Source: an optimization exercise on an open RTL-to-GDS flow (aim: small area, a short achievable clock period and few clock cycles per item). Production flows keep margins and buffers that such runs may drop.
The RTL was checked by simulation tests, not by an equivalence proof against the original design.

==> flow/design.v <==
`timescale 1ns / 1ps
`default_nettype none
module wtmh_ram #(
   parameter int Width = 4,
   parameter int Depth = 64
) (
   input  wire logic                     clock,
   input  wire logic                     wr_en,
   input  wire logic [$clog2(Depth)-1:0] wr_row,
   input  wire logic [Width-1:0]         wr_data,
   output logic      [Depth*Width-1:0]   rows
);
   logic [Width-1:0] mem [Depth];
   always_comb begin
      for (int i = 0; i < Depth; i++) rows[i*Width +: Width] = mem[i];
   end
   always_ff @(posedge clock) begin
      for (int i = 0; i < Depth; i++)
         if (wr_en && (wr_row == i)) mem[i] <= wr_data;
   end
endmodule
`default_nettype wire
`timescale 1ns / 1ps
`default_nettype none
module wtmh_front #(
   parameter int ReqW = 39,
   parameter int RspW = 47
) (
   input  wire logic            clock,
   input  wire logic            reset,
   input  wire logic            req_valid,
   output logic                 req_ready,
   input  wire logic [ReqW-1:0] req_data,
   output logic                 adv,
   output logic                 cmd_valid,
   output logic [ReqW-1:0]      cmd_data,
   input  wire logic            arr_v,
   input  wire logic [RspW-1:0] arr_d,
   output logic                 rsp_valid,
   input  wire logic            rsp_ready,
   output logic [RspW-1:0]      rsp_d
);
   logic            req_v_ff;
   logic [ReqW-1:0] req_d_ff;
   logic            out_v_ff, skid_v_ff;
   logic [RspW-1:0] out_d_ff, skid_d_ff;
   logic            load;
   logic            req_v_in, skid_v_in, rdy_ff;
   assign adv       = !skid_v_ff;
   assign req_ready = rdy_ff;               
   assign cmd_valid = req_v_ff;
   assign cmd_data  = req_d_ff;
   assign rsp_valid = out_v_ff;
   assign rsp_d     = out_d_ff;
   assign load      = !out_v_ff || rsp_ready;
   always_comb begin
      req_v_in  = req_ready ? req_valid : req_v_ff;
      skid_v_in = load ? 1'b0 : (skid_v_ff || arr_v);
   end
   always_ff @(posedge clock) begin
      if (reset) begin
         req_v_ff <= 1'b0;  out_v_ff <= 1'b0;  skid_v_ff <= 1'b0;  rdy_ff <= 1'b1;
      end else begin
         req_v_ff  <= req_v_in;
         skid_v_ff <= skid_v_in;
         rdy_ff    <= !req_v_in || !skid_v_in;
         if (load) out_v_ff <= skid_v_ff || arr_v;
      end
      if (req_ready) req_d_ff <= req_data;
      if (load) out_d_ff <= skid_v_ff ? skid_d_ff : arr_d;
      if (!load && arr_v) skid_d_ff <= arr_d;
   end
endmodule
`default_nettype wire
`timescale 1ns / 1ps
`default_nettype none
module wtmh_back #(
   parameter int Width = 2,
   parameter bit Quad  = 1'b0,
   parameter int Depth = 64
) (
   input  wire logic [Depth-1:0]       cand_in,
   input  wire logic [Depth*Width-1:0] rows,
   output logic      [Depth-1:0]       cand_out,
   output logic      [Width-1:0]       min_bits
);
   localparam int Top = Quad ? Width - 2 : Width;    
   always_comb begin
      logic [Depth-1:0] c, z;
      logic [3:0]       occ;
      logic [1:0]       q0;
      c = cand_in;
      if (Quad) begin
         occ = '0;
         for (int i = 0; i < Depth; i++)
            for (int q = 0; q < 4; q++)
               if (c[i] && rows[i*Width + Width-2 +: 2] == 2'(q)) occ[q] = 1'b1;
         q0 = 2'd0;
         for (int q = 0; q < 4; q++)
            if (occ[q] && !occ[(q+3)%4]) q0 = 2'(q);
         min_bits[Width-1 -: 2] = q0;
         for (int i = 0; i < Depth; i++)
            c[i] = c[i] && (rows[i*Width + Width-2 +: 2] == q0);
      end
      for (int b = Top - 1; b >= 0; b--) begin
         for (int i = 0; i < Depth; i++) z[i] = c[i] && !rows[i*Width + b];
         min_bits[b] = !(|z);
         if (|z) c = z;
      end
      cand_out = c;
   end
endmodule
`default_nettype wire
`timescale 1ns / 1ps
`default_nettype none
module wraparound_timer_min_heap #(
   parameter int CAPACITY = 64
) (
   input  wire logic        clock,
   input  wire logic        reset,
   input  wire logic        req_valid,
   output logic             req_ready,
   input  wire logic [0:0]  req_mode,
   input  wire logic [5:0]  req_handle,
   input  wire logic [31:0] req_key,
   output logic             rsp_valid,
   input  wire logic        rsp_ready,
   output logic [5:0]       rsp_head_handle,
   output logic [31:0]      rsp_head_key,
   output logic [6:0]       rsp_count,
   output logic [1:0]       rsp_status
);
   localparam int Stages = 17;
   localparam int RspW   = 2 + 7 + 6 + 32;
   localparam logic [1:0] ST_OK      = 2'd0;
   localparam logic [1:0] ST_ABSENT  = 2'd2;
   localparam logic [1:0] ST_PRESENT = 2'd3;
   function automatic int bits_of(input int m);
      bits_of = (m >= Stages - 2) ? 1 : 2;
   endfunction
   function automatic int hi_of(input int m);
      hi_of = 31;
      for (int k = 0; k < m; k++) hi_of = hi_of - bits_of(k);
   endfunction
   function automatic int lo_of(input int m);
      lo_of = hi_of(m) - bits_of(m) + 1;
   endfunction
   logic            adv;
   logic            cmd_valid;
   logic [38:0]     cmd_data;
   logic            c_mode;
   logic [5:0]      c_handle;
   logic [31:0]     c_key;
   logic            apply;
   logic            hit;
   logic [63:0]     live_ff;
   logic            arr_v;
   logic [RspW-1:0] arr_d, rsp_d;
   wtmh_front #(.ReqW(39), .RspW(RspW)) u_io (
      .clock(clock), .reset(reset),
      .req_valid(req_valid), .req_ready(req_ready), .req_data({req_mode, req_handle, req_key}),
      .adv(adv), .cmd_valid(cmd_valid), .cmd_data(cmd_data),
      .arr_v(arr_v), .arr_d(arr_d),
      .rsp_valid(rsp_valid), .rsp_ready(rsp_ready), .rsp_d(rsp_d)
   );
   assign {rsp_status, rsp_count, rsp_head_handle, rsp_head_key} = rsp_d;
   assign c_mode   = cmd_data[38];
   assign c_handle = cmd_data[37:32];
   assign c_key    = cmd_data[31:0];
   assign apply    = adv && cmd_valid;
   assign hit      = live_ff[c_handle];
   always_ff @(posedge clock) begin
      if (reset)      live_ff <= '0;
      else if (apply) live_ff[c_handle] <= !c_mode;
   end
   logic tok_v [Stages];
   logic tok_m [Stages];
   logic tok_h [Stages];
   always_ff @(posedge clock) begin
      if (reset) begin
         for (int s = 0; s < Stages; s++) tok_v[s] <= 1'b0;
      end else if (adv) begin
         tok_v[0] <= cmd_valid;
         for (int s = 1; s < Stages; s++) tok_v[s] <= tok_v[s-1];
      end
      if (adv) begin
         tok_m[0] <= c_mode;  tok_h[0] <= hit;
         for (int s = 1; s < Stages; s++) begin
            tok_m[s] <= tok_m[s-1];  tok_h[s] <= tok_h[s-1];
         end
      end
   end
   logic        dl_we  [Stages];
   logic [5:0]  dl_row [Stages];
   logic [31:0] dl_key [Stages];
   assign dl_we[0]  = apply && (c_mode == 1'b0) && !hit;
   assign dl_row[0] = c_handle;
   assign dl_key[0] = c_key;
   for (genvar m = 1; m < Stages; m++) begin : g_dl
      logic        we_ff;
      logic [5:0]  row_ff;
      logic [31:0] key_ff;
      always_ff @(posedge clock) begin
         if (reset)    we_ff <= 1'b0;
         else if (adv) we_ff <= dl_we[m-1];
         if (adv) begin
            row_ff <= dl_row[m-1];
            key_ff <= dl_key[m-1] & 32'((33'd1 << (hi_of(m) + 1)) - 33'd1);
         end
      end
      assign dl_we[m]  = we_ff && adv;
      assign dl_row[m] = row_ff;
      assign dl_key[m] = key_ff;
   end
   logic [63:0] cand [Stages+1];
   logic [31:0] mink [Stages+1];
   assign cand[0] = live_ff;
   assign mink[0] = '0;
   for (genvar m = 0; m < Stages; m++) begin : g_stage
      localparam int Hi = hi_of(m);
      localparam int W  = hi_of(m) - lo_of(m) + 1;
      logic [63:0]     cand_cur;
      logic [31:0]     mink_cur;
      logic [64*W-1:0] rows;
      logic [W-1:0]    mb;
      if (m == 0) begin : g_first
         assign cand_cur = cand[0];
         assign mink_cur = mink[0];
      end else begin : g_reg
         logic [63:0] cand_ff;
         logic [31:0] mink_ff;
         always_ff @(posedge clock) begin
            if (adv) begin
               cand_ff <= cand[m];
               mink_ff <= mink[m];
            end
         end
         assign cand_cur = cand_ff;
         assign mink_cur = mink_ff;
      end
      wtmh_ram #(.Width(W), .Depth(64)) u_slice (
         .clock(clock), .wr_en(dl_we[m]), .wr_row(dl_row[m]),
         .wr_data(dl_key[m][Hi -: W]), .rows(rows)
      );
      wtmh_back #(.Width(W), .Quad(m == 0), .Depth(64)) u_step (
         .cand_in(cand_cur), .rows(rows), .cand_out(cand[m+1]), .min_bits(mb)
      );
      always_comb begin
         mink[m+1] = mink_cur;
         mink[m+1][Hi -: W] = mb;
      end
   end
   logic        any;
   logic [5:0]  head_h;
   always_comb begin
      logic       v  [127];
      logic [5:0] id [127];
      for (int i = 0; i < 64; i++) begin
         v[63+i] = cand[Stages][i];
         id[63+i] = '0;
      end
      for (int n = 62; n >= 0; n--) begin
         v[n] = v[2*n+1] || v[2*n+2];
         id[n] = v[2*n+1] ? id[2*n+1] : id[2*n+2];
         id[n][5 - $clog2(n + 2) + 1] = !v[2*n+1];
      end
      any = v[0];
      head_h = id[0];
   end
   logic [6:0] count_ff, count_in;
   logic [1:0] status;
   logic       l_mode, l_hit;
   assign l_mode = tok_m[Stages-1];
   assign l_hit  = tok_h[Stages-1];
   always_comb begin
      count_in = count_ff;
      if (l_mode == 1'b0) begin
         status = l_hit ? ST_PRESENT : ST_OK;
         if (!l_hit) count_in = count_ff + 7'd1;
      end else begin
         status = l_hit ? ST_OK : ST_ABSENT;
         if (l_hit) count_in = count_ff - 7'd1;
      end
   end
   assign arr_v = adv && tok_v[Stages-1];
   assign arr_d = {status, count_in, any ? head_h : 6'd0, any ? mink[Stages] : 32'd0};
   always_ff @(posedge clock) begin
      if (reset)      count_ff <= '0;
      else if (arr_v) count_ff <= count_in;
   end
endmodule
`default_nettype wire
clock: 10.0 ns
lec_check: 0
cap_margin: 20
core_margin: 2
core_utilization: 55
place_density: 0.65
setup_slack_margin: 5
slew_margin: 20
tns_end_percent: 100
run.sh (not shown) runs the stock make flow with config.mk's settings and CLKGATE_MAP_FILE= SYNTH_SCRIPT=/design/flow/synth_recipe.tcl, a recipe that flattens the netlist after the stock synthesis.
The first run completed with no timing, DRC or antenna violations.
Testbench counts at the start, summed over its fixed seeds: cycles 16,152, items 16,000.
Edit:
==> flow/flow/run.sh (new file) <==
#!/bin/bash
# Standard layout with a tighter timing-repair target and no CTS dummy loads.
# Each tool's output goes to a log file in this folder.
set -euo pipefail
export SETUP_SLACK_MARGIN=5.9
export TNS_END_PERCENT=100
export CTS_ARGS="-sink_clustering_enable -repair_clock_nets -dont_use_dummy_load"
bash standard.sh MATCH_CELL_FOOTPRINT=0 finish > orfs_make.log 2>&1
==> flow/standard.sh (new file) <==
#!/bin/bash
# synth_recipe.tcl (not shown) runs the flow's synth.tcl, then flattens the netlist and writes it again
# the make line also repeats each setting of config.mk as NAME=value (left out here)
make -C /OpenROAD-flow-scripts/flow DESIGN_CONFIG=/design/flow/config.mk WORK_HOME=/design/flow/orfs CLKGATE_MAP_FILE= SYNTH_SCRIPT=/design/flow/synth_recipe.tcl "${@:-finish}"
SETUP_SLACK_MARGIN = not set   (was 5)
TNS_END_PERCENT = not set   (was 100)
removed: flow/run.sh
Outcome:
- fmax is higher by 19%
- synthesized cell count does not change
- die area does not change
- wire length decreases by 2.0%
- critical path depth decreases by 1
- sequential share of layout area climbs by 0.76 points
- first-iteration DRC count came out lower by 1.8%

separate check: timing with driven ports:
Ports are ideal in the flow. The routed layouts listed here were re-timed in OpenROAD.
Step 1 sets driving cells, clkbuf_16 on the clock port and buf_2 on the other inputs (assumed; they add their load-dependent delay and slew).
Step 2, shift: input delay + t, output delay - t, t = (earliest + latest rising clock arrival at the registers) / 2. This alone moves slack from input paths to output paths.
Three values: ideal, step 1, step 2; two values: the first two.
run	t, ns	slack for setup (ns)	hold WS [ns]	worst setup path after step 2
the first run	1.059	5.007 / 5.007 / 5.007	0.403 / 0.403 / 0.403	register to register
the second run	1.038	5.817 / 5.817 / 5.522	0.384 / 0.384 / 0.384	input to register
After both steps setup and hold are still met in every run listed. The setup slack of the second run, which loses most, moves by 0.000 ns with the drivers and by -0.295 ns with both steps.
